From an optimization exercise on the open Yosys and OpenROAD flow, aimed at small area; shortcuts taken in it are not production practice.
Function was checked by simulation only, so behaviour that the tests miss may differ from the original.
Power figures rest on the tool's default switching activity, not on a simulated workload.

### constraint.sdc
create_clock -name core_clock -period 8.0 [get_ports {CLK_BX_PAD}]
set_input_delay 1.6000 -clock core_clock [delete_from_list [all_inputs] [get_ports {CLK_BX_PAD}]]
set_output_delay 1.6000 -clock core_clock [all_outputs]
set_load 0.01 [all_outputs]
### design.v
module monopix_core #(
  parameter int unsigned N_COL = 8,
  parameter int unsigned N_ROW = 16
) (
  input  logic                   CLK_BX_PAD,
  input  logic                   RESET_BCID_PAD,
  input  logic [N_COL*N_ROW-1:0] ANA_HIT,
  input  logic                   PULSE_PAD,
  input  logic [N_COL*N_ROW-1:0] INJ_EN,
  input  logic                   FREEZE_PAD,
  input  logic                   READ_PAD,
  output logic                   TOKEN_PAD,
  output logic                   OUT_PAD,
  output logic                   HIT_OR_PAD
);
  localparam int unsigned NPix = N_COL * N_ROW;
  typedef enum logic [1:0] {StIdle, StBusy, StDone, StPend} pix_state_e;
  logic [NPix-1:0] hit, hit_q, hit_rise, hit_fall;
  logic [NPix-1:0] pend, pend_first, pend_d, grant;
  logic            reset_q;
  logic [5:0]      bcid_q, ts;
  logic            read_q, read_edge;
  logic [26:0]     sr_q, word;
  logic            token_q, hit_or_q;
  logic [NPix:0][26:0] word_acc;
  assign hit       = ANA_HIT | ({NPix{PULSE_PAD}} & INJ_EN);
  assign hit_rise  = hit & ~hit_q & {NPix{~reset_q}};
  assign hit_fall  = ~hit & hit_q;
  assign read_edge = READ_PAD & ~read_q;
  assign ts = bcid_q;
  assign pend_first  = pend & (~pend + NPix'(1));
  assign word_acc[0] = '0;
  assign word        = word_acc[NPix];
  for (genvar g = 0; g < int'(NPix); g++) begin : g_pix
    localparam logic [5:0] Col = 6'(g / int'(N_ROW));
    localparam logic [8:0] Row = 9'(g % int'(N_ROW));
    pix_state_e state_q;
    logic [5:0] le_q, te_q;
    assign pend[g]  = (state_q == StPend);
    assign grant[g] = read_edge & pend_first[g];
    assign pend_d[g] = (pend[g] & ~grant[g]) | ((state_q == StDone) & ~FREEZE_PAD);
    assign word_acc[g+1] = word_acc[g] | (pend_first[g] ? {Col, te_q, le_q, Row} : 27'd0);
    always_ff @(posedge CLK_BX_PAD) begin
      if (RESET_BCID_PAD) begin
        state_q <= StIdle;
        le_q    <= '0;
        te_q    <= '0;
      end else begin
        case (state_q)
          StIdle: if (hit_rise[g]) begin
            le_q    <= ts;
            state_q <= StBusy;
          end
          StBusy: if (hit_fall[g]) begin
            te_q    <= ts;
            state_q <= StDone;
          end
          StDone: if (!FREEZE_PAD) state_q <= StPend;
          StPend: if (grant[g]) state_q <= StIdle;
          default: state_q <= StIdle;
        endcase
      end
    end
  end
  always_ff @(posedge CLK_BX_PAD) begin
    if (RESET_BCID_PAD) begin
      bcid_q   <= '0;
      hit_q    <= '0;
      reset_q  <= 1'b1;
      read_q   <= 1'b0;
      token_q  <= 1'b0;
      hit_or_q <= 1'b0;
    end else begin
      bcid_q   <= bcid_q + 6'd1;
      hit_q    <= hit;
      reset_q  <= 1'b0;
      read_q   <= READ_PAD;
      token_q  <= |pend_d;
      hit_or_q <= |hit;
    end
  end
  always_ff @(posedge CLK_BX_PAD) begin
    if (RESET_BCID_PAD) begin
      sr_q <= '0;
    end else if (read_edge) begin
      sr_q <= word;
    end else begin
      sr_q <= {sr_q[25:0], 1'b0};
    end
  end
  assign TOKEN_PAD  = token_q;
  assign OUT_PAD    = sr_q[26];
  assign HIT_OR_PAD = hit_or_q;
endmodule
### config.mk
export PLATFORM = sky130hd
export DESIGN_NAME = monopix_core
export DESIGN_NICKNAME = monopix_core
export VERILOG_FILES = /design/flow/design.v
export SDC_FILE = /design/flow/constraint.sdc
export NUM_CORES = 4
export LEC_CHECK = 0
export CAP_MARGIN = 20
export CORE_MARGIN = 2
export CORE_UTILIZATION = 30
export PLACE_DENSITY = 0.5
export SLEW_MARGIN = 20
### run.sh
#!/bin/bash
# synth_recipe.tcl (not shown) runs the flow's synth.tcl, then flattens the netlist and writes it again
# the make line also repeats each setting of config.mk as NAME=value (left out here)
make -C /OpenROAD-flow-scripts/flow DESIGN_CONFIG=/design/flow/config.mk WORK_HOME=/design/flow/orfs CLKGATE_MAP_FILE= SYNTH_SCRIPT=/design/flow/synth_recipe.tcl finish
==> results of run 1 <==
## logic make-up after synthesis
kind of cell / Yosys count
DFF: 1957
and+or+nand+nor: 4294
adders and majority gates: 516
buffers and inverters: 1248
xor gates and xnor gates: 4
AOI/OAI and AO/OA: 1494
muxes: 1539
## layer usage
layer	vias up	part of all wire, %
met5	-	0.043
met4	20	7.6
met3	1241	11
met2	6061	41
met1	47358	41
li1	39484	-
## synthesized netlist by cell type (all sizes together) (19+ instances only)
cell     number
a21oi       317
nor4        258
o2111a       40
o21bai       32
nor2       2096
dfxtp      1957
a221o        27
a32o         23
nand4       201
and2         43
o31ai        25
nand2       553
o21ai        82
a2111oi      19
and3        228
buf          74
inv         419
nand3       265
mux2i      1539
o211a        20
a22oi       259
or3          45
clkbuf      755
nor3        385
a22o        108
o22ai        43
a221oi      137
and4         69
a222oi       94
a32oi        35
ha          516
a211oi      128
or4          69
## cell usage in the layout (no fill, tap or decap), drive strengths merged, types with 19 or more instances in the layout
cell / instances
a211oi: 128
a221oi: 137
and2: 43
nand4: 201
diode: 47
nor3: 385
a32oi: 35
nor2: 2096
o211a: 20
nand3: 265
a221o: 27
mux2i: 1539
nand2: 553
and4: 69
a222oi: 94
buf: 380
a2111oi: 19
a21oi: 317
o21ai: 82
a22o: 108
or4: 69
nor4: 258
a22oi: 259
o21bai: 32
a32o: 23
dfxtp: 1957
o2111a: 40
o31ai: 25
ha: 516
o22ai: 43
clkbuf: 325
and3: 228
inv: 421
clkdlybuf4s50: 260
or3: 45
clkinv: 52
## sequential cells by signal, summed over array words and instances, names as in the netlist
| register | cells |
|---|---|
| bcid_q | 6 |
| g_pix.le_q | 768 |
| g_pix.state_q | 256 |
| g_pix.te_q | 768 |
| hit_or_q | 1 |
| hit_q | 128 |
| read_q | 1 |
| reset_q | 1 |
| sr_q | 27 |
| token_q | 1 |
## layout make-up
type	instances	area, µm²
Clock buffer	325	6600
Tap cell	4325	5410
Fill cell	32932	210000
Inverter	419	1570
Multi-Input combinational cell	7847	53900
Timing Repair Buffer	640	5650
Clock inverter	76	1030
Sequential cell	1957	39200
Antenna cell	47	118
## worst max-delay path: stages (launching register included)
cell,delay [ns]
dfxtp_1,0.35
ha_1,0.36
or4_1,0.87
nor4_1,0.99
nand4_1,0.72
o31a_1,0.57
a2111oi_0,0.69
nand4_1,0.49
a2111oi_2,0.66
nand4_1,0.15
o41a_1,0.35
## path summary, 6_finish.rpt
check | startpoint | endpoint | slack (ns) | depth (start not counted)
worst min register to register | g_pix[124].le_q[3] | g_pix[124].le_q[3] | 0.46 | 2
worst min-delay path | g_pix[124].le_q[3] | g_pix[124].le_q[3] | 0.46 | 2
worst max register to register | g_pix[24].state_q[0] | token_q | 1.62 | 10
worst max-delay path | g_pix[24].state_q[0] | token_q | 1.62 | 10
## through the flow
| stage | utilization [%] | hold slack (ns) | total power, mW |
|---|---|---|---|
| 2_1_floorplan | - | 0.432 | 19.7 |
| 3_3_place_gp | 32.7 | 0.442 | 27.5 |
| 5_1_grt | 35.1 | 0.472 | 40.1 |
| 3_5_place_dp | 32.7 | 0.448 | 27.9 |
| 4_1_cts | 35.1 | 0.456 | 38.6 |
| 6_report | 35.1 | 0.456 | 39.4 |
## power breakdown
group | total, mW | switching [mW] | internal (mW) | leakage, nW
sequential | 11.1 | 0.663 | 10.4 | 15.9
clock | 10.9 | 4.61 | 6.27 | 3.77
combinational | 17.4 | 12.6 | 4.80 | 27.0
total | 39.4 | 17.9 | 21.5 | 46.6
==> flow_metrics.tcl, run 1 <==
set metrics [dict create \
    status "timing/DRC/antenna clean" \
    critPathMaxFanout 8 \
    critPathKind "register to register" \
    port_buffers 263 \
    grt_pass1_vias 86368 \
    synth_area_per_cell_um2 8.79 \
    grt_max_degree 228 \
    nets 11863 \
    slew_viol_final 0 \
    clock_skew_ns 0.106 \
    max_freq_mhz 157 \
    busiest_layer "met2" \
    yosys.area_share.simple_pct 20.7 \
    gr-total-overflow 0 \
    cts_tree "yes" \
    cp.required_ns 8.78 \
    post_cts_resized 0 \
    start_util_pct 30.1 \
    synth_area_um2 97200 \
    clkTransAtPathRegs_ns 0.06 \
    period_share_pct 79.8 \
    tightest_slew_ns 1.37 \
    cp.arrival_ns 7.16 \
    critPathLaunchType "register" \
    core.rowCount 209 \
    wirelength_um 590000 \
    yosysSeqAreaShare_pct 40.3 \
    cts_buffers 221 \
    worstSetupEndpointType "register" \
    die_height_um 573 \
    cts_setup_buffers 0 \
    synth_largest_area_cell "dfxtp_1" \
    synth_cells 11052 \
    synth.area.mux_share_pct 15.8 \
    routabilityCongestion 1.05 \
    synth_area_leaders "dfxtp_1, mux2i_1, nor2_1, ha_1, clkbuf_1" \
    syn-num-nets 11829 \
    dpl_cell_area_um2 106000 \
    ioPinCount 264 \
    die_area_um2 329000 \
    grtUsageTotal_pct 34.2 \
    fin_setup_tns_ns 0 \
    yosys_warnings 1 \
    core_area_um2 323000 \
    ant_nets 0 \
    clk_latency_ns 0.95 \
    met1_usage_pct 45.3 \
    finalHoldViolCount 0 \
    dp_hpwl_um 454000 \
    synth-compound-area-share_pct 11.5 \
    ctsRootBufferMaster "clkbuf_16" \
    rsz0062_at_grt "no" \
    first_pass_iters 8 \
    htreeDepth 4 \
    routed-via-count 94164 \
    drc 0 \
    setup_viol 0 \
    cellPowerDensity_nw_per_um2 347 \
    dp.cells 15188 \
    die_w_um 573 \
    synth_ff_type "dfxtp_1" \
    synthArstFlopShare_pct 0 \
    peakVddDrop_mv 0.237 \
    drt-wirelength-per-cell_um 37.7 \
    synthXorXnorAreaFrac_pct 0.0360 \
    cts_sinks 1957 \
    p_leak_nw 46.6 \
    antenna_found_initial 57 \
    ys_types 89 \
    post-route-min-period_ns 6.38 \
    drive_gt1_share_pct 8.19 \
    setup_slack_ns 1.62 \
    slew_headroom_pct 8.44 \
    synth_fa_ha_area_share_pct 6.64 \
    synth_top_area_share_pct 40.3 \
    hp-class "register to register" \
    use_met2_pct 49.5 \
    grt_pass1_wl_um 775000 \
    instances_no_fill 15636 \
    dp_slack_ns 1.56 \
    area_growth_pct 16.8 \
    cts_buffer_depth 4 \
    synth-edff-count 0 \
    ys_ff_latch 1957 \
    vias_per_cell 6.02 \
    cts_hold_buf 0 \
    use_met3_pct 8.16 \
    final_area_um2 113000 \
    synth_top_family_by_area "simple AND/OR/NAND/NOR gates" \
    cap_violations 0 \
    drt_iter0_markers 14589 \
]
==> run 2, diff against run 1 <==
==> design.v (replaced) <==
module monopix_core #(
  parameter int unsigned N_COL = 8,
  parameter int unsigned N_ROW = 16
) (
  input  logic                   CLK_BX_PAD,
  input  logic                   RESET_BCID_PAD,
  input  logic [N_COL*N_ROW-1:0] ANA_HIT,
  input  logic                   PULSE_PAD,
  input  logic [N_COL*N_ROW-1:0] INJ_EN,
  input  logic                   FREEZE_PAD,
  input  logic                   READ_PAD,
  output logic                   TOKEN_PAD,
  output logic                   OUT_PAD,
  output logic                   HIT_OR_PAD
);
  localparam int unsigned NPix = N_COL * N_ROW;
  logic [NPix-1:0] hit, hit_q;
  logic [NPix-1:0] st_an, st_b;
  logic [NPix-1:0] pend, first;
  logic [5:0]      bcid_q;
  logic            read_q, read_edge;
  logic [26:0]     sr_q, word;
  logic            hit_or_q;
  assign hit       = ANA_HIT | ({NPix{PULSE_PAD}} & INJ_EN);
  assign read_edge = READ_PAD & ~read_q;
  assign pend      = ~st_an & ~st_b;
  logic [N_COL-1:0]            col_any, col_first;
  logic [N_COL-1:0][N_ROW-1:0] row_first;
  logic [N_COL-1:0][11:0]      col_ts;
  logic [N_COL-1:0][3:0]       col_row;
  logic [NPix-1:0][11:0]       pix_ts;
  logic [11:0]                 sel_ts;
  logic [3:0]                  sel_row;
  logic [2:0]                  sel_col;
  always_comb begin
    logic seen;
    for (int c = 0; c < int'(N_COL); c++) begin
      seen       = 1'b0;
      col_ts[c]  = '0;
      col_row[c] = '0;
      for (int r = 0; r < int'(N_ROW); r++) begin
        row_first[c][r] = pend[c*N_ROW+r] & ~seen;
        seen            = seen | pend[c*N_ROW+r];
        col_ts[c]  |= row_first[c][r] ? pix_ts[c*N_ROW+r] : 12'd0;
        col_row[c] |= row_first[c][r] ? 4'(r) : 4'd0;
      end
      col_any[c] = seen;
    end
    seen    = 1'b0;
    sel_ts  = '0;
    sel_row = '0;
    sel_col = '0;
    for (int c = 0; c < int'(N_COL); c++) begin
      col_first[c] = col_any[c] & ~seen;
      seen         = seen | col_any[c];
      sel_ts  |= col_first[c] ? col_ts[c] : 12'd0;
      sel_row |= col_first[c] ? col_row[c] : 4'd0;
      sel_col |= col_first[c] ? 3'(c) : 3'd0;
    end
  end
  assign word = {3'd0, sel_col, sel_ts, 5'd0, sel_row};
  for (genvar g = 0; g < int'(NPix); g++) begin : g_pix
    logic [5:0] le_q, te_q;
    logic       grant;
    assign first[g]  = col_first[g / int'(N_ROW)] & row_first[g / int'(N_ROW)][g % int'(N_ROW)];
    assign grant     = read_edge & first[g];
    assign pix_ts[g] = {te_q, le_q};
    always_ff @(posedge CLK_BX_PAD) begin
      if (st_an[g] & ~st_b[g]) le_q <= bcid_q;
      if (st_an[g]) te_q <= bcid_q;
    end
    always_ff @(posedge CLK_BX_PAD) begin
      hit_q[g] <= RESET_BCID_PAD | hit[g];
      if (RESET_BCID_PAD) begin
        st_an[g] <= 1'b1;
        st_b[g]  <= 1'b0;
      end else if (st_an[g]) begin
        st_an[g] <= ~st_b[g] | hit[g];
        st_b[g]  <= st_b[g] | (hit[g] & ~hit_q[g]);
      end else begin
        st_an[g] <= ~st_b[g] & grant;
        st_b[g]  <= st_b[g] & FREEZE_PAD;
      end
    end
  end
  always_ff @(posedge CLK_BX_PAD) begin
    if (RESET_BCID_PAD) begin
      bcid_q   <= '0;
      read_q   <= 1'b0;
      hit_or_q <= 1'b0;
      sr_q     <= '0;
    end else begin
      bcid_q   <= bcid_q + 6'd1;
      read_q   <= READ_PAD;
      hit_or_q <= |hit;
      sr_q     <= read_edge ? word : {sr_q[25:0], 1'b0};
    end
  end
  assign TOKEN_PAD  = |pend;
  assign OUT_PAD    = sr_q[26];
  assign HIT_OR_PAD = hit_or_q;
endmodule
--- a/config.mk
+++ b/config.mk
@@ -7,6 +7,8 @@
 export LEC_CHECK = 0
 export CAP_MARGIN = 20
 export CORE_MARGIN = 2
-export CORE_UTILIZATION = 30
-export PLACE_DENSITY = 0.5
+export CORE_UTILIZATION = 40
+export CTS_CLUSTER_DIAMETER = 100
+export CTS_CLUSTER_SIZE = 30
+export PLACE_DENSITY = 0.55
 export SLEW_MARGIN = 20
==> flow_metrics.tcl, run 2 <==
set metrics [dict create \
    drc 0 \
    critPathLaunchType "register" \
    nets 5996 \
    setup_viol 0 \
    cts_hold_buf 0 \
    start_util_pct 40.3 \
    critPathMaxFanout 14 \
    drt-wirelength-per-cell_um 27.7 \
    wirelength_um 230000 \
    yosysMostFrequentCell "edfxtp_1" \
    cellPowerDensity_nw_per_um2 240 \
    tightest_slew_ns 1.25 \
    clock_skew_ns 0.0526 \
    die_w_um 437 \
    synth_ff_type "edfxtp_1" \
    synthArstFlopShare_pct 0 \
    drive_gt1_share_pct 6.07 \
    critPathKind "register to output port" \
    slew_headroom_pct 15.7 \
    first_pass_iters 9 \
    peakVddDrop_mv 0.175 \
    grt_pass1_vias 47011 \
    core.rowCount 158 \
    ys_types 85 \
    synth_largest_area_cell "edfxtp_1" \
    core_area_um2 186000 \
    cts_tree "yes" \
    ctsRootBufferMaster "clkbuf_16" \
    clkTransAtPathRegs_ns 0.12 \
    critical_path.max_stage_delay_ns 0.89 \
    cts_setup_buffers 0 \
    post_cts_resized 0 \
    startpoint "st_an[81]" \
    area_growth_pct 11.4 \
    antenna_found_initial 7 \
    dpl_cell_area_um2 80900 \
    period_share_pct 74.6 \
    yosys_warnings 1 \
    synth_area_leaders "edfxtp_1, dfxtp_1, a21oi_1, a222oi_1, nand2_1" \
    grtUsageTotal_pct 23.4 \
    cp.required_ns 6.40 \
    cts_buffer_depth 3 \
    htreeDepth 3 \
    finalHoldViolCount 0 \
    grt_max_degree 192 \
    routabilityCongestion 0.912 \
    post-route-min-period_ns 5.96 \
    rsz0062_at_grt "no" \
    multiInputGateArea_um2 19500 \
    yosysSeqAreaShare_pct 72.8 \
    crit_chain "o22ai_1, or4_1, nor2_1, nand3_1, nor3_1, nand2_1, clkdlybuf4s50_1" \
    grt_pass1_wl_um 332000 \
    top_regs "g_pix.le_q x768, g_pix.te_q x768" \
    p_leak_nw 29.5 \
    status "timing/DRC/antenna clean" \
    worstSetupEndpointType "output port" \
    max_freq_mhz 168 \
    cp.arrival_ns 4.36 \
    die_area_um2 191000 \
    hp-class "register to register" \
    ioPinCount 264 \
    synth_cells 5503 \
    synth_area_um2 74900 \
    die_height_um 437 \
    synth_top_area_share_pct 61.6 \
    routed-via-count 49566 \
    synth_commonest_cells "edfxtp_1, a21oi_1, nand2_1" \
    syn-num-nets 5765 \
    crit_slowest_cell "or4_1" \
    slew_viol_final 0 \
    drt_iter0_markers 6791 \
    synth-edff-count 1536 \
    dp_hpwl_um 157000 \
    final_common_cell "edfxtp_1" \
    layout_common_cells "edfxtp_1, a21oi_1, nand2_1" \
    cts_sinks 1955 \
    regArea_um2 54500 \
    gr-total-overflow 0 \
    cts_buffers 78 \
    vias_per_cell 5.99 \
    port_buffers 263 \
    fin_setup_tns_ns 0 \
    hold_start "sr_q[5]" \
    final_area_um2 83400 \
    timing.rr.start "st_an[26]" \
    cap_violations 0 \
    ys_ff_latch 1955 \
    fillerInstances 16819 \
    synth_area_per_cell_um2 13.6 \
    clk_latency_ns 0.77 \
    ant_nets 0 \
]
[run 2: worst paths after layout]
check	cells past startpoint	endpoint	slack, ns
worst min-delay path	1	sr_q[6]	0.44
worst max register to register	9	st_an[124]	3.36
worst min register to register	1	sr_q[6]	0.44
worst max-delay path	7	TOKEN_PAD	2.04
[run 2: cell type report]
cell class	instances	share of cell area, %
flip-flops and latches	1955	65.4
multi-input cells	3271	23.3
repair buffers	407	4.54
well taps	2480	3.72
clock buffers	128	2.67
clock inverters	14	0.245
inverters	21	0.0945
diodes	3	0.00900
[run 2: cell families after synthesis]
group / synth area share (%)
flip-flops: 72.8
AND/OR/NAND/NOR: 10.7
AO/OA/AOI/OAI: 15.0
buffers and inverters: 1.44
XOR/XNOR: 0.0468
adder cells (fa/ha/maj): 0.0167
[run 2: through the flow]
step | cells | util (%) | hold slack, ns | setup WS (ns) | power [mW]
after floorplan | 5503 | - | 0.406 | 3.32 | 13.9
after global placement | 8131 | 43.6 | 0.408 | 1.71 | 15.0
after detailed placement | 8132 | 43.6 | 0.417 | 2.79 | 15.0
after CTS | 8274 | 44.9 | 0.445 | 1.95 | 20.1
after global routing | 8277 | 44.9 | 0.451 | 1.79 | 20.6
final | 8279 | 44.9 | 0.443 | 2.04 | 20.0
[run 2: where the power goes]
group / total [mW] / internal [mW] / switching, mW
Clock: 5.20 / 2.02 / 3.18
Combinational: 2.20 / 0.626 / 1.57
Sequential: 12.6 / 12.1 / 0.517
[run 2: metal layers]
layer	GRT usage [%]	part of all wire, %
met5	0	0.024
met4	6.75	3.1
met3	2.64	6.4
met2	38.0	47
met1	33.1	43
[run 2: critical path: cells and delay by family (launching register included)]
family	cells	cell delay, ns
compound gates	1	0.31
buf+inv	1	0.55
flops	1	0.59
simple gates	5	2.18
==> run 3, diff against run 2 <==
--- a/design.v
+++ b/design.v
@@ -36,28 +36,32 @@
     logic seen;
     for (int c = 0; c < int'(N_COL); c++) begin
       seen       = 1'b0;
-      col_ts[c]  = '0;
       col_row[c] = '0;
       for (int r = 0; r < int'(N_ROW); r++) begin
         row_first[c][r] = pend[c*N_ROW+r] & ~seen;
         seen            = seen | pend[c*N_ROW+r];
-        col_ts[c]  |= row_first[c][r] ? pix_ts[c*N_ROW+r] : 12'd0;
         col_row[c] |= row_first[c][r] ? 4'(r) : 4'd0;
       end
       col_any[c] = seen;
     end
     seen    = 1'b0;
-    sel_ts  = '0;
     sel_row = '0;
     sel_col = '0;
     for (int c = 0; c < int'(N_COL); c++) begin
       col_first[c] = col_any[c] & ~seen;
       seen         = seen | col_any[c];
-      sel_ts  |= col_first[c] ? col_ts[c] : 12'd0;
       sel_row |= col_first[c] ? col_row[c] : 4'd0;
       sel_col |= col_first[c] ? 3'(c) : 3'd0;
     end
   end
+  for (genvar c = 0; c < int'(N_COL); c++) begin : g_colmux
+    monopix_andor #(.N(N_ROW), .W(12)) u_mux (
+      .sel(row_first[c]),
+      .d  (pix_ts[c*N_ROW +: N_ROW]),
+      .y  (col_ts[c])
+    );
+  end
+  monopix_andor #(.N(N_COL), .W(12)) u_colmux (.sel(col_first), .d(col_ts), .y(sel_ts));
   assign word = {3'd0, sel_col, sel_ts, 5'd0, sel_row};
   for (genvar g = 0; g < int'(NPix); g++) begin : g_pix
     logic [5:0] le_q, te_q;
@@ -65,9 +69,12 @@
     assign first[g]  = col_first[g / int'(N_ROW)] & row_first[g / int'(N_ROW)][g % int'(N_ROW)];
     assign grant     = read_edge & first[g];
     assign pix_ts[g] = {te_q, le_q};
+    logic [5:0] le_d, te_d;
+    monopix_hold u_le (.load(st_an[g] & ~st_b[g]), .d(bcid_q), .q(le_q), .y(le_d));
+    monopix_hold u_te (.load(st_an[g]), .d(bcid_q), .q(te_q), .y(te_d));
     always_ff @(posedge CLK_BX_PAD) begin
-      if (st_an[g] & ~st_b[g]) le_q <= bcid_q;
-      if (st_an[g]) te_q <= bcid_q;
+      le_q <= le_d;
+      te_q <= te_d;
     end
     always_ff @(posedge CLK_BX_PAD) begin
       hit_q[g] <= RESET_BCID_PAD | hit[g];
@@ -96,7 +103,36 @@
       sr_q     <= read_edge ? word : {sr_q[25:0], 1'b0};
     end
   end
-  assign TOKEN_PAD  = |pend;
+  monopix_or #(.N(NPix)) u_token (.a(pend), .y(TOKEN_PAD));
   assign OUT_PAD    = sr_q[26];
   assign HIT_OR_PAD = hit_or_q;
 endmodule
+module monopix_andor #(
+  parameter int unsigned N = 16,
+  parameter int unsigned W = 12
+) (
+  input  logic [N-1:0]        sel,
+  input  logic [N-1:0][W-1:0] d,
+  output logic [W-1:0]        y
+);
+  always_comb begin
+    y = '0;
+    for (int i = 0; i < int'(N); i++) y |= sel[i] ? d[i] : W'(0);
+  end
+endmodule
+module monopix_hold (
+  input  logic       load,
+  input  logic [5:0] d,
+  input  logic [5:0] q,
+  output logic [5:0] y
+);
+  assign y = load ? d : q;
+endmodule
+module monopix_or #(
+  parameter int unsigned N = 128
+) (
+  input  logic [N-1:0] a,
+  output logic         y
+);
+  assign y = |a;
+endmodule
==> flow/run.sh (new file) <==
#!/bin/bash
# Standard ORFS layout with three changes:
#  * abc maps the combinational logic with an area-oriented script
#    (flow/abc_area.script) in place of ORFS's delay-oriented one; the
#    flip-flops are mapped before abc runs, so they are the standard ones
#  * a leaner clock tree: no dummy loads, larger sink clusters
#  * minimum-size port buffers
set -euo pipefail
rm -rf myscripts
cp -r "$FLOW_HOME/scripts" myscripts
cp flow/abc_area.script myscripts/abc_speed.script
export CTS_ARGS="-sink_clustering_enable -repair_clock_nets -dont_use_dummy_load -sink_clustering_size 25 -sink_clustering_max_diameter 100 -buf_list {sky130_fd_sc_hd__clkbuf_16}"
export BUFFER_PORTS_ARGS="-buffer_cell sky130_fd_sc_hd__buf_1"
bash standard.sh SCRIPTS_DIR="$PWD/myscripts" finish > standard.log 2>&1
==> flow/abc_area.script (new file) <==
strash
ifraig
dc2
dch -f
amap
strash
dch -f
amap
==> standard.sh (new file) <==
#!/bin/bash
# synth_recipe.tcl (not shown) runs the flow's synth.tcl, then flattens the netlist and writes it again
# the make line also repeats each setting of config.mk as NAME=value (left out here)
make -C /OpenROAD-flow-scripts/flow DESIGN_CONFIG=/design/flow/config.mk WORK_HOME=/design/flow/orfs CLKGATE_MAP_FILE= SYNTH_SCRIPT=/design/flow/synth_recipe.tcl "${@:-finish}"
--- a/config.mk
+++ b/config.mk
@@ -7,8 +7,8 @@
 export LEC_CHECK = 0
 export CAP_MARGIN = 20
 export CORE_MARGIN = 2
-export CORE_UTILIZATION = 40
-export CTS_CLUSTER_DIAMETER = 100
-export CTS_CLUSTER_SIZE = 30
-export PLACE_DENSITY = 0.55
+export CORE_UTILIZATION = 35
+export PLACE_DENSITY = 0.5
 export SLEW_MARGIN = 20
+export SYNTH_HIERARCHICAL = 1
+export SYNTH_MINIMUM_KEEP_SIZE = 0
removed: run.sh
==> flow_metrics.tcl, run 3 <==
set metrics [dict create \
    grt_pass1_vias 56568 \
    clk_latency_ns 0.75 \
    fillerInstances 19800 \
    synth_top_area_share_pct 55.0 \
    cts_sinks 1955 \
    timing.rr.start "st_an[3]" \
    instances_no_fill 9859 \
    cts_buffer_depth 3 \
    met1_length_um 121000 \
    layout_common_cells "dfxtp_1, o22a_1, nor2_1" \
    first_pass_iters 10 \
    core.rowCount 165 \
    cp.required_ns 8.62 \
    routed-via-count 60381 \
    yosysMostFrequentCell "dfxtp_1" \
    holdPathStages 1 \
    cap_violations 0 \
    period_share_pct 92.8 \
    dpl_cell_area_um2 77500 \
    synth.area.mux_share_pct 0 \
    worstRegToRegCells 20 \
    hold_end "sr_q[13]" \
    slew_viol_final 0 \
    synth_top_family_by_area "compound AO/OA/AOI/OAI gates" \
    drc 0 \
    final_common_cell "dfxtp_1" \
    p_leak_nw 30.0 \
    critPathKind "register to register" \
    highest_layer "met5" \
    htreeDepth 3 \
    r2r_end "st_an[118]" \
    rsz0062_at_grt "no" \
    cts_hold_buf 0 \
    hp-class "register to register" \
    ys_types 43 \
    synthArstFlopShare_pct 0 \
    grt_pass1_wl_um 394000 \
    cts_tree "yes" \
    nets 7448 \
    ctsRootBufferMaster "clkbuf_16" \
    cts_buffers 91 \
    yosys.area_share.simple_pct 8.85 \
    status "timing/DRC/antenna clean" \
    yosys_warnings 9 \
    synth_commonest_cells "dfxtp_1, o22a_1, nor2_1" \
    antenna_found_initial 6 \
    core_area_um2 202000 \
    met2_length_um 124000 \
    synth_area_um2 71100 \
    ys_ff_latch 1955 \
    top_regs "g_pix.le_q x768, g_pix.te_q x768" \
    area_growth_pct 12.3 \
    grt_max_degree 137 \
    ant_nets 0 \
    drt-wirelength-per-cell_um 27.5 \
    synthXorXnorAreaFrac_pct 0 \
    syn-num-nets 6886 \
    worstSetupEndpointType "register" \
    dp_hpwl_um 194000 \
    gr-total-overflow 0 \
    synth-edff-count 0 \
    final_area_um2 79900 \
    grtUsageTotal_pct 25.3 \
    post-route-min-period_ns 7.43 \
    yosysSeqAreaShare_pct 55.0 \
    routabilityCongestion 0.903 \
    max_freq_mhz 135 \
    synth_largest_area_cell "dfxtp_1" \
    drt_iter0_markers 6213 \
    drive_gt1_share_pct 5.41 \
    peakVddDrop_mv 0.162 \
    start_util_pct 35.2 \
    cellPowerDensity_nw_per_um2 229 \
    rrSetupSlack_ns 0.57 \
    synth_area_leaders "dfxtp_1, o22a_1, a22o_1, a222oi_1, nor2_1" \
    cts_setup_buffers 0 \
    cp.arrival_ns 8.05 \
    critPathLaunchType "register" \
    wl_met3_um 15500 \
    synth_area_per_cell_um2 10.7 \
    synth_cells 6624 \
    die_height_um 455 \
    finalHoldViolCount 0 \
    ioPinCount 264 \
    port_buffers 263 \
    synth_fa_ha_area_share_pct 0.0176 \
    synth-compound-area-share_pct 33.4 \
    critPathMaxFanout 15 \
    hold_start "sr_q[12]" \
    wirelength_um 271000 \
    clkTransAtPathRegs_ns 0.10 \
    setup_viol 0 \
    vias_per_cell 6.12 \
    clock_skew_ns 0.0558 \
    tightest_slew_ns 1.15 \
    dp.cells 9764 \
    die_area_um2 207000 \
    slew_headroom_pct 22.8 \
    die_w_um 455 \
    synth_ff_type "dfxtp_1" \
]
run 3: changes by cell type in the layout (fill, tap and decap cells not counted), moves of 146 or more:
cell | previous run | this run
nand2b_1 | 150 | 4
clkinv_1 | 1 | 515
dfxtp_1 | 413 | 1949
a22oi_1 | 183 | 0
o22a_1 | 25 | 1536
a22o_1 | 36 | 320
nor2_1 | 414 | 566
edfxtp_1 | 1536 | 0
clkdlybuf4s50_1 | 260 | 0
a21oi_1 | 474 | 141
buf_1 | 0 | 260
nand2_1 | 452 | 170
run 3: through the flow:
stage / setup TNS [ns] / power, mW / hold WS (ns) / setup WS [ns] / util, %
floorplan: 0 / 12.4 / 0.401 / 0.167 / -
global placement: 0 / 13.2 / 0.417 / 0.0699 / 38.3
detailed placement: -1.58 / 13.3 / 0.420 / -0.146 / 38.4
CTS: 0 / 18.4 / 0.420 / 0.0400 / 39.5
global route: 0 / 18.9 / 0.449 / 0.198 / 39.5
finish: 0 / 18.3 / 0.421 / 0.574 / 39.5
run 3: area by class of cell:
type | count | area [µm²] | area share (%)
Sequential cell | 1955 | 39200 | 49.0
Inverter | 516 | 1940 | 2.43
Tap cell | 2672 | 3340 | 4.19
Multi-Input combinational cell | 4153 | 30500 | 38.2
Clock buffer | 91 | 2280 | 2.85
Antenna cell | 3 | 7.51 | 0.00940
Timing Repair Buffer | 469 | 2600 | 3.25
run 3: how the worst max path moves through the flow:
stage,from,to,slack (ns),cells after the start
floorplan,st_an[0],sr_q[3],0.17,23
global placement,st_an[3],st_an[113],0.07,20
detailed placement,st_an[3],st_an[113],-0.15,20
CTS,st_an[3],st_an[118],0.04,20
global route,st_an[3],st_an[113],0.20,20
finish,st_an[3],st_an[118],0.57,20
run 3: cells by family (layout without fill, tap and decap cells):
group / count (synthesis) / in the layout
compound gates: 2808 / 2808
other cells: 0 / 3
simple gates: 1344 / 1344
buf+inv: 516 / 1076
flops: 1955 / 1955
fa+ha+maj: 1 / 1
run 3: worst max-delay path: stages (launching register included):
cell      delay (ns)
dfxtp_1         0.56
nor2_1          0.10
buf_4           0.16
clkinv_1        0.06
nand4_1         0.13
or2_0           0.25
or2_0           0.23
or2_0           0.23
or2_0           0.30
or2_0           0.27
or2_0           0.32
or3_1           0.46
or3_1           0.46
or3_1           0.75
or3_1           0.51
or3_1           0.44
nor3_2          0.37
nand3_1         0.33
nor3_4          0.53
nand2_2         0.48
o221ai_1        0.30
run 3: power by group:
| part | internal, mW | switching [mW] | total [mW] |
|---|---|---|---|
| logic | 0.749 | 1.27 | 2.02 |
| clock network | 2.04 | 3.15 | 5.20 |
| registers | 10.5 | 0.539 | 11.1 |
| total | 13.3 | 4.96 | 18.3 |
run 3: Yosys stat by module (local to each module, per instance), excerpt:
| module | cells | flip-flops and latches | cell area (µm²) |
|---|---|---|---|
| monopix_core | 3881 | 1955 | 48800 |
| monopix_hold | 7 | 0 | 56.3 |
run 3: layer usage:
layer	track usage, %	up-vias
met5	0	-
met4	8.92	6
met3	3.14	364
met2	40.8	1937
met1	34.7	30440
li1	-	27634
run 3: timing repair:
action | CTS | global route
gates cloned | 0 | 0
endpoints found under the setup margin | 15 | 36
resized for setup | 1 | 4
==> run 4, diff against run 3 <==
==> flow/abc_area.script (replaced) <==
strash
ifraig
dc2
dch -f
amap
strash
dch -f
amap
mfs2 -a
strash
dch -f
amap
--- a/config.mk
+++ b/config.mk
@@ -5,10 +5,10 @@
 export SDC_FILE = /design/flow/constraint.sdc
 export NUM_CORES = 4
 export LEC_CHECK = 0
-export CAP_MARGIN = 20
+export CAP_MARGIN = 5
 export CORE_MARGIN = 2
 export CORE_UTILIZATION = 35
 export PLACE_DENSITY = 0.5
-export SLEW_MARGIN = 20
+export SLEW_MARGIN = 10
 export SYNTH_HIERARCHICAL = 1
 export SYNTH_MINIMUM_KEEP_SIZE = 0
==> flow_metrics.tcl, run 4 <==
set metrics [dict create \
    synth.area.mux_share_pct 0 \
    grt_pass1_vias 55725 \
    start_util_pct 35.2 \
    rsz0062_at_grt "no" \
    grtUsageTotal_pct 25.7 \
    wirelength_um 275000 \
    cp.required_ns 8.65 \
    die_height_um 454 \
    drt-wirelength-per-cell_um 28.1 \
    fillerInstances 19690 \
    synth-edff-count 0 \
    clock_skew_ns 0.0870 \
    yosysSeqAreaShare_pct 55.2 \
    cts_tree "yes" \
    cap_violations 0 \
    dp.cells 9706 \
    slew_viol_final 0 \
    instances_no_fill 9800 \
    yosysMostFrequentCell "dfxtp_1" \
    tightest_slew_ns 1.34 \
    ys_ff_latch 1955 \
    top_regs "g_pix.le_q x768, g_pix.te_q x768" \
    grt_max_degree 141 \
    synth_commonest_cells "dfxtp_1, a22o_1, nor2_1" \
    final_common_cell "dfxtp_1" \
    post-route-min-period_ns 7.27 \
    critPathMaxFanout 15 \
    cts_sinks 1955 \
    routed-via-count 60366 \
    hp-class "register to register" \
    yosys_warnings 9 \
    die_w_um 454 \
    core.rowCount 165 \
    drive_gt1_share_pct 5.40 \
    synth_area_per_cell_um2 10.8 \
    synth_area_um2 70900 \
    die_area_um2 206000 \
    drc 0 \
    synth_largest_area_cell "dfxtp_1" \
    synth-compound-area-share_pct 33.7 \
    p_leak_nw 29.7 \
    synth_top_area_share_pct 55.2 \
    setup_viol 0 \
    hold_slack_ns 0.441 \
    cp.arrival_ns 7.92 \
    synth_top_family_by_area "compound AO/OA/AOI/OAI gates" \
    slew_headroom_pct 10.2 \
    antenna_found_initial 6 \
    htreeDepth 3 \
    layout_common_cells "dfxtp_1, a22o_1, nor2_1" \
    nets 7390 \
    grt_pass1_wl_um 399000 \
    ioPinCount 264 \
    clkTransAtPathRegs_ns 0.11 \
    period_share_pct 90.9 \
    vias_per_cell 6.16 \
    routabilityCongestion 0.884 \
    ant_nets 0 \
    finalHoldViolCount 0 \
    critPathKind "register to register" \
    cellPowerDensity_nw_per_um2 221 \
    cts_hold_buf 0 \
    clk_latency_ns 0.78 \
    first_pass_iters 13 \
    post_cts_resized 0 \
    worstSetupEndpointType "register" \
    synth_ff_type "dfxtp_1" \
    synth_area_leaders "dfxtp_1, a22o_1, a222oi_1, nor2_1, clkinv_1" \
    cts_buffer_depth 3 \
    area_growth_pct 12.3 \
    critPathLaunchType "register" \
    wl_met3_um 17500 \
    highest_layer "met5" \
    yosys.area_share.simple_pct 8.47 \
    cts_buffers 92 \
    totalPowerFinal_mw 17.6 \
    synthXorXnorAreaFrac_pct 0 \
    peakVddDrop_mv 0.156 \
    ctsRootBufferMaster "clkbuf_16" \
    dp_hpwl_um 193000 \
    syn-num-nets 6831 \
    met2_length_um 123000 \
    status "timing/DRC/antenna clean" \
    max_freq_mhz 137 \
    gr-total-overflow 0 \
    fin_setup_tns_ns 0 \
    core_area_um2 202000 \
    synthArstFlopShare_pct 0 \
    synth_cells 6569 \
    cts_setup_buffers 0 \
    met1_length_um 125000 \
    port_buffers 263 \
    ys_types 38 \
    drt_iter0_markers 6872 \
    synth_fa_ha_area_share_pct 0.0176 \
]
-- run 4: critical path: stages, from the launching register on --
cell and delay [ns]:
dfxtp_1 0.52, nor2_1 0.22, clkinv_1 0.10, nand4_1 0.23, or2_0 0.31, or2_0 0.23, or2_0 0.23, or2_0 0.24
or2_0 0.23, or2_0 0.28, or3_1 0.43, or3_1 0.43, or3_1 0.72, nor3_1 0.31, buf_4 0.21, clkinv_1 0.09
nor3_1 0.13, buf_4 0.16, nand2_1 0.11, nor2_1 0.66, buf_4 0.29, nand2_1 0.54, o311ai_0 0.50
-- run 4: kinds of logic (layout without fill, tap and decap cells) --
group / Yosys count / count (layout)
compound gates: 2846 / 2846
buf+inv: 496 / 1053
simple gates: 1271 / 1271
other cells: 0 / 2
fa+ha+maj: 1 / 1
flops: 1955 / 1955
-- run 4: per-module statistics from Yosys (local to each module, per instance), a selection --
module | copies in the design | cell area [µm²] | flip-flops and latches | cells inside
monopix_hold | 256 | 56.3 | 0 | 7
monopix_core | 1 | 48600 | 1955 | 3794
-- run 4: worst paths after layout --
path	to	cells after the start	slack [ns]	start
min reg2reg	sr_q[13]	1	0.44	sr_q[12]
min	sr_q[13]	1	0.44	sr_q[12]
max reg2reg	st_an[65]	22	0.73	st_an[1]
max	st_an[65]	22	0.73	st_an[1]
-- run 4: through the flow --
stage                     utilization [%]  worst slack (ns)  area (µm²)
after CTS                            39.5             0.885       79600
after floorplan                         -              1.21       70900
after detailed placement             38.3             0.908       77300
after global routing                 39.5             0.440       79600
after global placement               38.3             0.975       77300
final                                39.5             0.726       79600
-- run 4: cell type report --
type                    count  area (µm²)  area share, %
inverters                 496        1870           2.35
well taps                2672        3340           4.20
repair buffers            465        2560           3.22
multi-input cells        4118       30400           38.1
clock buffers              92        2300           2.89
flip-flops and latches   1955       39200           49.2
diodes                      2        5.00        0.00629
-- run 4: where the power goes --
group	internal (mW)	switching, mW	leakage (nW)
Sequential	10.2	0.363	16.0
Combinational	0.622	1.18	12.6
Clock	2.06	3.18	1.13
Total	12.9	4.72	29.7
-- run 4: per-layer routing --
metal	vias to the layer above	GRT usage, %
met3	328	2.78
met4	4	7.81
met2	2317	40.6
met1	30260	36.7
li1	27457	-
met5	-	0
==> run 5, diff against run 4 <==
--- a/flow/run.sh
+++ b/flow/run.sh
@@ -9,6 +9,6 @@
 rm -rf myscripts
 cp -r "$FLOW_HOME/scripts" myscripts
 cp flow/abc_area.script myscripts/abc_speed.script
-export CTS_ARGS="-sink_clustering_enable -repair_clock_nets -dont_use_dummy_load -sink_clustering_size 25 -sink_clustering_max_diameter 100 -buf_list {sky130_fd_sc_hd__clkbuf_16}"
+export CTS_ARGS="-sink_clustering_enable -repair_clock_nets -dont_use_dummy_load -sink_clustering_size 25 -sink_clustering_max_diameter 150 -buf_list {sky130_fd_sc_hd__clkbuf_16}"
 export BUFFER_PORTS_ARGS="-buffer_cell sky130_fd_sc_hd__buf_1"
 bash standard.sh SCRIPTS_DIR="$PWD/myscripts" finish > standard.log 2>&1
==> flow/abc_area.script (replaced) <==
strash
ifraig
dc2
&get -n
&deepsyn -T 40
&put
dch -f
amap
strash
dch -f
amap
mfs2 -a
strash
dch -f
amap
==> flow_metrics.tcl, run 5 <==
set metrics [dict create \
    routed-via-count 59793 \
    cts_hold_buf 0 \
    peakVddDrop_mv 0.157 \
    clkTransAtPathRegs_ns 0.10 \
    ant_nets 0 \
    tightest_slew_ns 1.32 \
    clock_skew_ns 0.0497 \
    ys_types 35 \
    die_w_um 454 \
    seqPwrFrac_pct 60.4 \
    cp.required_ns 8.66 \
    post_cts_resized 0 \
    crit_chain "nor2_1, clkinv_1, o21ai_0, or3_1, or2_0, or3_1, nor2_1, o21ai_0, or2_0, or3_1, or2_0, or3_1, nor2_1, clkinv_1, nor3_1, nor2_1, clkinv_1, a31oi_1, or4_1, a21oi_1, o21ai_0, nor3_1, nor2_1" \
    crit_top_cell "nor2_1" \
    routabilityCongestion 0.904 \
    critPathLaunchType "register" \
    final_area_um2 79300 \
    die_area_um2 206000 \
    cellPowerDensity_nw_per_um2 221 \
    layout_common_cells "dfxtp_1, a22o_1, nor2_1" \
    first_pass_iters 9 \
    syn-num-nets 6829 \
    hp-class "register to register" \
    dpl_cell_area_um2 77100 \
    grt_max_degree 173 \
    critPathKind "register to register" \
    cpLargestDelayFamily "simple AND/OR/NAND/NOR gates" \
    synth_ff_type "dfxtp_1" \
    ys_ff_latch 1955 \
    swShare_pct 26.8 \
    gr-total-overflow 0 \
    setup_viol 0 \
    worstSetupEndpointType "register" \
    synth_commonest_cells "dfxtp_1, a22o_1, nor2_1" \
    synth_area_per_cell_um2 10.8 \
    hold_slack_ns 0.439 \
    top_regs "g_pix.le_q x768, g_pix.te_q x768" \
    area_growth_pct 12.1 \
    p_leak_nw 29.6 \
    clk_latency_ns 0.76 \
    nets 7387 \
    dp_hpwl_um 190000 \
    drc 0 \
    cts_buffer_depth 3 \
    ioPinCount 264 \
    pwr-share-clk_pct 29.2 \
    status "timing/DRC/antenna clean" \
    yosysSeqAreaShare_pct 55.3 \
    core_area_um2 201000 \
    synth_top_area_share_pct 55.3 \
    synth_largest_area_cell "dfxtp_1" \
    die_height_um 454 \
    cp_num_buf_inv 3 \
    synth_cells 6567 \
    synthArstFlopShare_pct 0 \
    max_freq_mhz 131 \
    rsz0062_at_grt "no" \
    ctsRootBufferMaster "clkbuf_16" \
    yosys_warnings 9 \
    cts_tree "yes" \
    instances_no_fill 9796 \
    fin_setup_tns_ns 0 \
    power_frac_comb_pct 10.4 \
    slew_viol_final 0 \
    cap_violations 0 \
    port_buffers 263 \
    cts_buffers 88 \
    synth-edff-count 0 \
    p_int_mw 12.8 \
    cts_setup_buffers 0 \
    grtUsageTotal_pct 25.4 \
    finalHoldViolCount 0 \
    critical_path.max_stage_delay_ns 0.67 \
    dp.cells 9707 \
    post-route-min-period_ns 7.65 \
    htreeDepth 3 \
    core.rowCount 165 \
    vias_per_cell 6.10 \
    drt-wirelength-per-cell_um 27.7 \
    fillerInstances 19548 \
    wirelength_um 271000 \
    switching_power_mw 4.70 \
    final_util_pct 39.3 \
    synth_area_um2 70700 \
    drt_iter0_markers 6412 \
    critPathMaxFanout 15 \
    cts_sinks 1955 \
    final_common_cell "dfxtp_1" \
    crit_slowest_cell "nor3_1" \
    period_share_pct 95.6 \
    cp.arrival_ns 8.30 \
    drive_gt1_share_pct 5.11 \
    yosysMostFrequentCell "dfxtp_1" \
    grt_pass1_wl_um 395000 \
    antenna_found_initial 9 \
    slew_headroom_pct 11.8 \
    grt_pass1_vias 55644 \
    start_util_pct 35.1 \
    synth_area_leaders "dfxtp_1, a22o_1, a222oi_1, nor2_1, clkinv_1" \
]
==> run 5: kinds of logic after synthesis <==
group / after synthesis / share of synthesized area, %
AND/OR/NAND/NOR: 1307 / 8.60
buffers and inverters: 478 / 2.54
adder cells (fa/ha/maj): 1 / 0.0177
flip-flops: 1955 / 55.3
AO/OA/AOI/OAI: 2826 / 33.5
==> run 5: per-layer routing <==
layer	wire (µm)	part of all wire [%]	track usage [%]
met5	65	0.024	0
met3	16600	6.1	3.38
met2	124000	46	40.9
met1	123000	45	35.4
met4	8430	3.1	7.00
==> run 5: area by class of cell <==
type | count | area (µm²) | area share, %
multi-input cells | 4134 | 30200 | 38.1
well taps | 2672 | 3340 | 4.22
clock buffers | 88 | 2200 | 2.78
repair buffers | 468 | 2600 | 3.28
flip-flops and latches | 1955 | 39200 | 49.4
diodes | 1 | 2.50 | 0.00316
inverters | 478 | 1800 | 2.27
==> run 5: modules after synthesis (local to each module, per instance), a selection <==
| module | flops+latches | cell area (µm²) | copies in the design | cells |
|---|---|---|---|---|
| monopix_hold | 0 | 56.3 | 256 | 7 |
| monopix_core | 1955 | 48400 | 1 | 3792 |
==> run 5: power by group through the flow <==
stage	registers [mW]	clock network (mW)	logic, mW
after floorplan	10.7	0	1.06
after global placement	10.8	0	1.77
after detailed placement	10.8	0	1.80
after CTS	10.6	5.24	1.80
after global routing	10.6	5.55	1.94
final	10.6	5.11	1.82
==> run 5: worst reg2reg max path, stage by stage (launching register included) <==
cell	delay, ns
dfxtp_1	0.53
nor2_1	0.16
clkinv_1	0.09
o21ai_0	0.14
or3_1	0.57
or2_0	0.34
or3_1	0.34
nor2_1	0.54
o21ai_0	0.22
or2_0	0.31
or3_1	0.41
or2_0	0.29
or3_1	0.40
nor2_1	0.16
clkinv_1	0.55
nor3_1	0.69
nor2_1	0.43
clkinv_1	0.24
a31oi_1	0.06
or4_1	0.43
a21oi_1	0.13
o21ai_0	0.20
nor3_1	0.30
nor2_1	0.06
==> run 5: through the flow <==
stage / worst slack, ns / power, mW
after floorplan: 0.594 / 11.8
after global placement: 0.684 / 12.6
after detailed placement: 0.546 / 12.6
after CTS: 0.518 / 17.6
after global routing: 0.113 / 18.1
final: 0.354 / 17.5
==> run 5: final timing paths <==
path                            startpoint      end  slack (ns)  cells past startpoint
worst max-delay path              st_an[1]  sr_q[0]        0.35                     23
worst min-delay path              hit_q[0]  st_b[0]        0.44                      1
worst max register to register    st_an[1]  sr_q[0]        0.35                     23
worst min register to register    hit_q[0]  st_b[0]        0.44                      1
==> run 6, diff against run 5 <==
--- a/config.mk
+++ b/config.mk
@@ -7,8 +7,8 @@
 export LEC_CHECK = 0
 export CAP_MARGIN = 5
 export CORE_MARGIN = 2
-export CORE_UTILIZATION = 35
-export PLACE_DENSITY = 0.5
+export CORE_UTILIZATION = 40
+export PLACE_DENSITY = 0.55
 export SLEW_MARGIN = 10
 export SYNTH_HIERARCHICAL = 1
 export SYNTH_MINIMUM_KEEP_SIZE = 0
==> flow_metrics.tcl, run 6 <==
set metrics [dict create \
    ys_ff_latch 1955 \
    grtUsageTotal_pct 28.4 \
    pwr-share-clk_pct 29.1 \
    wirelength_um 266000 \
    nets 7381 \
    cts_sinks 1955 \
    cts_buffer_depth 3 \
    synth_cells 6567 \
    routabilityCongestion 0.924 \
    yosysSeqAreaShare_pct 55.3 \
    grt_pass1_wl_um 390000 \
    gr-total-overflow 0 \
    syn-num-nets 6829 \
    slew_viol_final 0 \
    critical_path.max_stage_delay_ns 0.60 \
    die_w_um 425 \
    period_share_pct 91.9 \
    first_pass_iters 13 \
    finalHoldViolCount 0 \
    cap_violations 0 \
    tightest_slew_ns 1.26 \
    yosysMostFrequentCell "dfxtp_1" \
    cts_tree "yes" \
    fillerInstances 16623 \
    p_leak_nw 29.6 \
    synth_area_per_cell_um2 10.8 \
    crit_top_cell "or3_1" \
    synth_ff_type "dfxtp_1" \
    critPathMaxFanout 17 \
    synth-edff-count 0 \
    cts_setup_buffers 0 \
    status "timing/DRC/antenna clean" \
    synth_commonest_cells "dfxtp_1, a22o_1, nor2_1" \
    instances_no_fill 9457 \
    rsz0062_at_grt "no" \
    busiest_layer "met2" \
    layout_common_cells "dfxtp_1, a22o_1, nor2_1" \
    hp-class "register to register" \
    drt_iter0_markers 7099 \
    seqPwrFrac_pct 60.6 \
    clock_skew_ns 0.111 \
    met1_usage_pct 39.9 \
    grt_pass1_vias 55667 \
    final_area_um2 78800 \
    grt_max_degree 162 \
    p_int_mw 12.8 \
    routed-via-count 60190 \
    antenna_cells 0 \
    port_buffers 263 \
    hold_slack_ns 0.422 \
    crit_slowest_cell "nor3_1" \
    synthArstFlopShare_pct 0 \
    slew_headroom_pct 15.5 \
    top_regs "g_pix.le_q x768, g_pix.te_q x768" \
    swShare_pct 26.7 \
    synth_top_area_share_pct 55.3 \
    htreeDepth 3 \
    synth_largest_area_cell "dfxtp_1" \
    vias_per_cell 6.36 \
    use_met3_pct 4.29 \
    clkTransAtPathRegs_ns 0.11 \
    start_util_pct 40.2 \
    yosys_warnings 9 \
    ioPinCount 264 \
    area_growth_pct 11.4 \
    power_frac_comb_pct 10.2 \
    crit_chain "nor2_1, clkinv_1, o21ai_0, or3_1, or2_0, or3_1, nor2_1, o21ai_0, or2_0, or3_1, or2_0, or3_1, nor2_1, clkinv_1, buf_4, nor3_1, nand4_1, or3_1, nor2_1, buf_4, nand2_1, o311ai_0" \
    ant_nets 0 \
    drc 0 \
    core.rowCount 154 \
    dpl_cell_area_um2 76600 \
    final_util_pct 44.8 \
    dp_hpwl_um 187000 \
    cp.required_ns 8.66 \
    final_common_cell "dfxtp_1" \
    ys_types 35 \
    fin_setup_tns_ns 0 \
    worstSetupEndpointType "register" \
    setup_viol 0 \
    drt-wirelength-per-cell_um 28.1 \
    cp.arrival_ns 8.02 \
    critPathLaunchType "register" \
    post_cts_resized 0 \
    die_height_um 425 \
    max_freq_mhz 136 \
    cts_buffers 88 \
    clk_latency_ns 0.77 \
    core_area_um2 176000 \
    critPathKind "register to register" \
    ctsRootBufferMaster "clkbuf_16" \
    dp.cells 9369 \
    peakVddDrop_mv 0.168 \
    use_met2_pct 44.2 \
    cts_hold_buf 0 \
    drive_gt1_share_pct 4.90 \
    switching_power_mw 4.66 \
    cellPowerDensity_nw_per_um2 222 \
    synth_area_leaders "dfxtp_1, a22o_1, a222oi_1, nor2_1, clkinv_1" \
    antenna_found_initial 4 \
    post-route-min-period_ns 7.35 \
    die_area_um2 180000 \
    synth_area_um2 70700 \
]
[run 6: cell counts after synthesis]
No cell type changed its count.
[run 6: power groups by stage]
stage	sequential (mW)	clock (mW)	combinational, mW
after floorplan	10.7	0	1.06
after global placement	10.8	0	1.74
after detailed placement	10.8	0	1.76
after CTS	10.6	5.18	1.77
after global routing	10.7	5.51	1.91
final	10.6	5.09	1.79
[run 6: final cells by class]
cell class              instances  area [µm²]  share of cell area [%]
inverters                     478        1800                    2.29
repair buffers                462        2540                    3.23
flip-flops and latches       1955       39200                    49.7
clock buffers                  88        2200                    2.80
multi-input cells            4134       30200                    38.3
well taps                    2340        2930                    3.72
[run 6: routing by layer]
metal,wire [µm],up-vias
li1,-,27391
met1,119000,29990
met2,118000,2404
met3,18300,401
met4,10600,4
met5,26,-
[run 6: path summary, 6_finish.rpt]
path	from	end	slack [ns]	cells past startpoint
hold / removal	hit_q[49]	st_b[49]	0.42	2
hold reg to reg	hit_q[49]	st_b[49]	0.42	2
setup / recovery	st_an[1]	st_an[97]	0.65	22
setup reg to reg	st_an[1]	st_an[97]	0.65	22
[run 6: logic make-up (layout without fill, tap and decap cells)]
logic type	after synthesis	after routing	share of synthesized area [%]
buffers and inverters	478	1028	2.54
AOI/OAI and AO/OA	2826	2826	33.5
adders and majority gates	1	1	0.0177
and+or+nand+nor	1307	1307	8.60
DFF	1955	1955	55.3
[run 6: worst max-delay path, delay by kind of cell, from the launching register on]
kind                   cells  cell delay, ns
flip-flops                 1            0.53
AO/OA/AOI/OAI              3            0.86
AND/OR/NAND/NOR           15            5.21
buffers and inverters      4            0.64
[run 6: through the flow]
step           power, mW  setup WS (ns)
6_report            17.5          0.648
3_5_place_dp        12.6          0.770
4_1_cts             17.5          0.752
2_1_floorplan       11.8          0.594
5_1_grt             18.1          0.303
3_3_place_gp        12.5          0.866
[run 6: modules after synthesis, one instance, submodules excluded, a selection]
module	flip-flops and latches	cells inside	copies in the design	cell area, µm²
monopix_hold	0	7	256	56.3
monopix_core	1955	3792	1	48400
==> run 7, diff against run 6 <==
--- a/design.v
+++ b/design.v
@@ -42,7 +42,6 @@
         seen            = seen | pend[c*N_ROW+r];
         col_row[c] |= row_first[c][r] ? 4'(r) : 4'd0;
       end
-      col_any[c] = seen;
     end
     seen    = 1'b0;
     sel_row = '0;
@@ -53,6 +52,9 @@
       sel_row |= col_first[c] ? col_row[c] : 4'd0;
       sel_col |= col_first[c] ? 3'(c) : 3'd0;
     end
+  end
+  for (genvar c = 0; c < int'(N_COL); c++) begin : g_colany
+    monopix_or #(.N(N_ROW)) u_any (.a(pend[c*N_ROW +: N_ROW]), .y(col_any[c]));
   end
   for (genvar c = 0; c < int'(N_COL); c++) begin : g_colmux
     monopix_andor #(.N(N_ROW), .W(12)) u_mux (
==> flow_metrics.tcl, run 7 <==
set metrics [dict create \
    synth_area_per_cell_um2 10.8 \
    first_pass_iters 10 \
    synth_ff_type "dfxtp_1" \
    top_regs "g_pix.le_q x768, g_pix.te_q x768" \
    htreeDepth 3 \
    cts_buffer_depth 3 \
    yosys_warnings 9 \
    ioPinCount 264 \
    clock_skew_ns 0.0761 \
    final_common_cell "dfxtp_1" \
    synth_top_area_share_pct 55.2 \
    finalHoldViolCount 0 \
    cts_sinks 1955 \
    synth_cells 6580 \
    ys_types 36 \
    slew_viol_final 0 \
    syn-num-nets 6842 \
    clkTransAtPathRegs_ns 0.10 \
    wirelength_um 271000 \
    core.rowCount 154 \
    cp.required_ns 8.67 \
    critPathLaunchType "register" \
    synth_area_leaders "dfxtp_1, a22o_1, a222oi_1, nor2_1, clkinv_1" \
    dp_hpwl_um 190000 \
    die_w_um 425 \
    grt_pass1_vias 56726 \
    ant_nets 0 \
    cts_setup_buffers 0 \
    grtUsageTotal_pct 28.8 \
    met1_usage_pct 40.1 \
    grt_pass1_wl_um 395000 \
    drt-wirelength-per-cell_um 28.6 \
    synth_largest_area_cell "dfxtp_1" \
    tightest_slew_ns 1.30 \
    synthArstFlopShare_pct 0 \
    yosysMostFrequentCell "dfxtp_1" \
    clk_latency_ns 0.78 \
    port_buffers 263 \
    area_growth_pct 11.2 \
    ctsRootBufferMaster "clkbuf_16" \
    period_share_pct 79.1 \
    status "timing/DRC/antenna clean" \
    use_met2_pct 45.6 \
    start_util_pct 40.3 \
    drt_iter0_markers 7732 \
    vias_per_cell 6.44 \
    routed-via-count 60891 \
    antenna_found_initial 11 \
    yosysSeqAreaShare_pct 55.2 \
    ys_ff_latch 1955 \
    critPathMaxFanout 13 \
    post_cts_resized 0 \
    routabilityCongestion 0.922 \
    gr-total-overflow 0 \
    post-route-min-period_ns 6.33 \
    use_met3_pct 3.60 \
    slew_headroom_pct 12.7 \
    peakVddDrop_mv 0.164 \
    cts_buffers 88 \
    critPathKind "register to register" \
    worstSetupEndpointType "register" \
    hold_start "hit_q[68]" \
    fin_setup_tns_ns 0 \
    max_freq_mhz 158 \
    core_area_um2 176000 \
    synth_commonest_cells "dfxtp_1, a22o_1, nor2_1" \
    p_leak_nw 29.5 \
    synth_area_um2 70900 \
    drive_gt1_share_pct 4.88 \
    drc 0 \
    totalPowerFinal_mw 17.5 \
    cts_tree "yes" \
    hp-class "register to register" \
    busiest_layer "met2" \
    timing.rr.start "st_an[33]" \
    die_height_um 425 \
    grt_max_degree 145 \
    die_area_um2 181000 \
    layout_common_cells "dfxtp_1, a22o_1, nor2_1" \
    rsz0062_at_grt "no" \
    startpoint "st_an[33]" \
    cap_violations 0 \
    cp.arrival_ns 7.00 \
    setup_viol 0 \
    nets 7380 \
    synth-edff-count 0 \
    cellPowerDensity_nw_per_um2 222 \
    cts_hold_buf 0 \
]
-- run 7: worst paths after layout --
kind | slack (ns) | endpoint | cells past startpoint
worst max register to register | 1.67 | sr_q[18] | 22
worst min-delay path | 0.43 | st_b[68] | 2
worst min register to register | 0.43 | st_b[68] | 2
worst max-delay path | 1.67 | sr_q[18] | 22
-- run 7: area by class of cell --
cell class / instances / area [µm²]
antenna: 3 / 7.51
clock buffer: 88 / 2200
fill: 16778 / 97200
inverter: 493 / 1860
multi-input combinational: 4132 / 30300
sequential: 1955 / 39200
tap: 2340 / 2930
timing repair buffer: 448 / 2440
-- run 7: kinds of logic (layout without fill, tap and decap cells) --
group / Yosys count / in the layout / synth area share, %
AO/OA/AOI/OAI: 2887 / 2887 / 34.0
adder cells (fa/ha/maj): 1 / 1 / 0.0176
buffers and inverters: 493 / 1029 / 2.61
flip-flops: 1955 / 1955 / 55.2
other: 0 / 3 / 0
AND/OR/NAND/NOR: 1244 / 1244 / 8.20
-- run 7: where the power goes --
group	total, mW	switching, mW	internal [mW]
logic	1.76	1.15	0.612
clock network	5.12	3.14	1.98
registers	10.6	0.387	10.2
-- run 7: stage by stage --
stage	cells	utilization [%]	instance area (µm²)	hold slack [ns]	worst slack, ns
floorplan	6580	-	70900	0.424	1.90
global placement	9368	43.5	76700	0.447	1.80
detailed placement	9368	43.5	76700	0.443	1.72
CTS	9456	44.8	78900	0.433	1.70
global route	9456	44.8	78900	0.460	1.45
finish	9459	44.8	78900	0.428	1.67
-- run 7: layer usage --
metal | vias up | wire length [µm]
li1 | 27523 | -
met1 | 30443 | 119000
met2 | 2518 | 122000
met3 | 401 | 18200
met4 | 6 | 11100
met5 | - | 43
-- run 7: modules after synthesis, one instance, submodules excluded, excerpt --
module	times used	cell area (µm²)	flops+latches
monopix_hold	256	56.3	0
monopix_core	1	48300	1955
-- run 7: critical path, stage by stage, from the launching register on --
cell,delay [ns]
dfxtp_1,0.42
nor2_1,0.74
clkinv_1,0.21
o21ai_0,0.23
or3_1,0.22
or2_0,0.25
or3_1,0.17
nor2_1,0.09
clkinv_1,0.13
or3_1,0.13
or2_0,0.20
or3_1,0.18
nor2_1,0.08
o211ai_1,0.17
clkinv_1,0.48
a222oi_1,0.43
a21boi_0,0.27
nand4_1,0.20
a21oi_1,0.26
nand3_1,0.33
a22o_1,0.33
or4_1,0.50
a32o_1,0.21
==> run 8, diff against run 7 <==
--- a/config.mk
+++ b/config.mk
@@ -7,8 +7,8 @@
 export LEC_CHECK = 0
 export CAP_MARGIN = 5
 export CORE_MARGIN = 2
-export CORE_UTILIZATION = 40
-export PLACE_DENSITY = 0.55
+export CORE_UTILIZATION = 35
+export PLACE_DENSITY = 0.5
 export SLEW_MARGIN = 10
 export SYNTH_HIERARCHICAL = 1
 export SYNTH_MINIMUM_KEEP_SIZE = 0
==> flow_metrics.tcl, run 8 <==
set metrics [dict create \
    status "timing/DRC/antenna clean" \
    final_util_pct 39.3 \
    critPathLaunchType "register" \
    yosysMostFrequentCell "dfxtp_1" \
    regArea_um2 39200 \
    ctsRootBufferMaster "clkbuf_16" \
    clkTransAtPathRegs_ns 0.10 \
    fin_setup_tns_ns 0 \
    cp.required_ns 8.65 \
    yosys_warnings 9 \
    cellPowerDensity_nw_per_um2 221 \
    synth_top_area_share_pct 55.2 \
    timing.rr.start "st_an[33]" \
    instances_no_fill 9792 \
    gr-total-overflow 0 \
    hold_slack_ns 0.462 \
    ys_types 36 \
    wirelength_um 283000 \
    drt_iter0_markers 7765 \
    die_area_um2 206000 \
    power_frac_comb_pct 10.2 \
    port_buffers 263 \
    switching_power_mw 4.73 \
    first_pass_iters 10 \
    dp.cells 9700 \
    cap_violations 0 \
    nets 7380 \
    synth_area_per_cell_um2 10.8 \
    post_cts_resized 0 \
    critPathKind "register to register" \
    synth_ff_type "dfxtp_1" \
    post-route-min-period_ns 6.84 \
    synth_cells 6580 \
    grt_pass1_vias 56247 \
    worstSetupEndpointType "register" \
    grt_pass1_wl_um 407000 \
    hp-class "register to register" \
    clock_skew_ns 0.0739 \
    peakVddDrop_mv 0.175 \
    seqPwrFrac_pct 60.4 \
    synth_area_leaders "dfxtp_1, a22o_1, a222oi_1, nor2_1, clkinv_1" \
    antenna_found_initial 11 \
    drt-wirelength-per-cell_um 28.9 \
    multiInputGateArea_um2 30300 \
    finalHoldViolCount 0 \
    clk_latency_ns 0.78 \
    cts_hold_buf 0 \
    dpl_cell_area_um2 77100 \
    routed-via-count 60913 \
    synth_commonest_cells "dfxtp_1, a22o_1, nor2_1" \
    vias_per_cell 6.22 \
    pwr-share-clk_pct 29.4 \
    hold_start "sr_q[1]" \
    max_freq_mhz 146 \
    ant_nets 0 \
    cts_sinks 1955 \
    cts_buffers 88 \
    synthArstFlopShare_pct 0 \
    cts_tree "yes" \
    critPathMaxFanout 13 \
    r2r_end "sr_q[18]" \
    drc 0 \
    worstRegToRegCells 22 \
    swShare_pct 27.0 \
    cp.arrival_ns 7.49 \
    drive_gt1_share_pct 4.90 \
    die_w_um 454 \
    grt_max_degree 153 \
    htreeDepth 3 \
    core.rowCount 165 \
    start_util_pct 35.2 \
    fillerInstances 19530 \
    rrSetupSlack_ns 1.16 \
    final_common_cell "dfxtp_1" \
    area_growth_pct 11.9 \
    core_area_um2 202000 \
    slew_viol_final 0 \
    period_share_pct 85.5 \
    hold_end "sr_q[2]" \
    syn-num-nets 6842 \
    holdPathStages 2 \
    synth_area_um2 70900 \
    ioPinCount 264 \
    cts_buffer_depth 3 \
    rsz0062_at_grt "no" \
    layout_common_cells "dfxtp_1, a22o_1, nor2_1" \
    yosysSeqAreaShare_pct 55.2 \
    p_leak_nw 29.5 \
    tightest_slew_ns 1.41 \
    top_regs "g_pix.le_q x768, g_pix.te_q x768" \
    p_int_mw 12.8 \
    final_area_um2 79300 \
    die_height_um 454 \
    synth-edff-count 0 \
    cts_setup_buffers 0 \
    routabilityCongestion 0.974 \
    ys_ff_latch 1955 \
    setup_viol 0 \
    grtUsageTotal_pct 26.3 \
    slew_headroom_pct 4.99 \
    synth_largest_area_cell "dfxtp_1" \
    dp_hpwl_um 200000 \
]
-- run 8: cell counts after synthesis --
Identical to the previous run, type by type.
-- run 8: area by class of cell --
| cell class | count | area share, % |
|---|---|---|
| well taps | 2672 | 4.21 |
| multi-input cells | 4132 | 38.2 |
| diodes | 4 | 0.0126 |
| flip-flops and latches | 1955 | 49.4 |
| clock buffers | 88 | 2.78 |
| inverters | 493 | 2.34 |
| repair buffers | 448 | 3.10 |
-- run 8: power groups by stage --
stage / combinational, mW / sequential, mW / clock [mW]
floorplan: 1.05 / 10.7 / 0
global placement: 1.74 / 10.8 / 0
detailed placement: 1.76 / 10.8 / 0
CTS: 1.77 / 10.6 / 5.26
global route: 1.90 / 10.6 / 5.57
finish: 1.78 / 10.6 / 5.15
-- run 8: how the worst max path moves through the flow --
stage / start / endpoint / slack, ns / cells after the start
2_1_floorplan: bcid_q[3] / bcid_q[5] / 1.90 / 4
3_3_place_gp: st_an[33] / sr_q[18] / 1.24 / 22
3_5_place_dp: st_an[33] / sr_q[18] / 1.25 / 22
4_1_cts: st_an[33] / sr_q[18] / 1.21 / 22
5_1_grt: st_an[33] / sr_q[18] / 0.90 / 22
6_report: st_an[33] / sr_q[18] / 1.16 / 22
-- run 8: modules after synthesis (local to each module, per instance), a selection --
module        cells  flops+latches
monopix_core   3765           1955
monopix_hold      7              0
-- run 8: logic make-up (layout without fill, tap and decap cells) --
group,after synthesis,in the layout,synth area share [%]
flip-flops,1955,1955,55.2
AND/OR/NAND/NOR,1244,1244,8.20
other,0,4,0
buffers and inverters,493,1029,2.61
AO/OA/AOI/OAI,2887,2887,34.0
adder cells (fa/ha/maj),1,1,0.0176
-- run 8: routing by layer --
| metal | up-vias | wire length (µm) | global-route usage (%) |
|---|---|---|---|
| met5 | - | 13 | 0 |
| met4 | 2 | 11500 | 9.68 |
| met3 | 413 | 18900 | 3.05 |
| met2 | 2629 | 127000 | 41.4 |
| met1 | 30347 | 126000 | 36.9 |
| li1 | 27522 | - | - |
-- run 8: stage by stage --
step                setup WS [ns]  power, mW
global route                0.896       18.1
detailed placement           1.25       12.6
floorplan                    1.90       11.8
finish                       1.16       17.5
global placement             1.24       12.5
CTS                          1.21       17.6
-- run 8: worst max-delay path, stage by stage (launching register included) --
cell      delay (ns)
dfxtp_1         0.42
nor2_1          0.65
clkinv_1        0.18
o21ai_0         0.27
or3_1           0.30
or2_0           0.24
or3_1           0.20
nor2_1          0.11
clkinv_1        0.11
or3_1           0.14
or2_0           0.22
or3_1           0.18
nor2_1          0.08
o211ai_1        0.20
clkinv_1        0.50
a222oi_1        0.56
a21boi_0        0.40
nand4_1         0.26
a21oi_1         0.25
nand3_1         0.35
a22o_1          0.34
or4_1           0.54
a32o_1          0.23

Setup slack of run 8, layout unchanged: 1.158 ns with ideal ports, 1.158 ns with driving cells assumed (clock clkbuf_16, inputs buf_2), 1.158 ns with port delays also shifted by the 0.835 ns mid clock arrival.
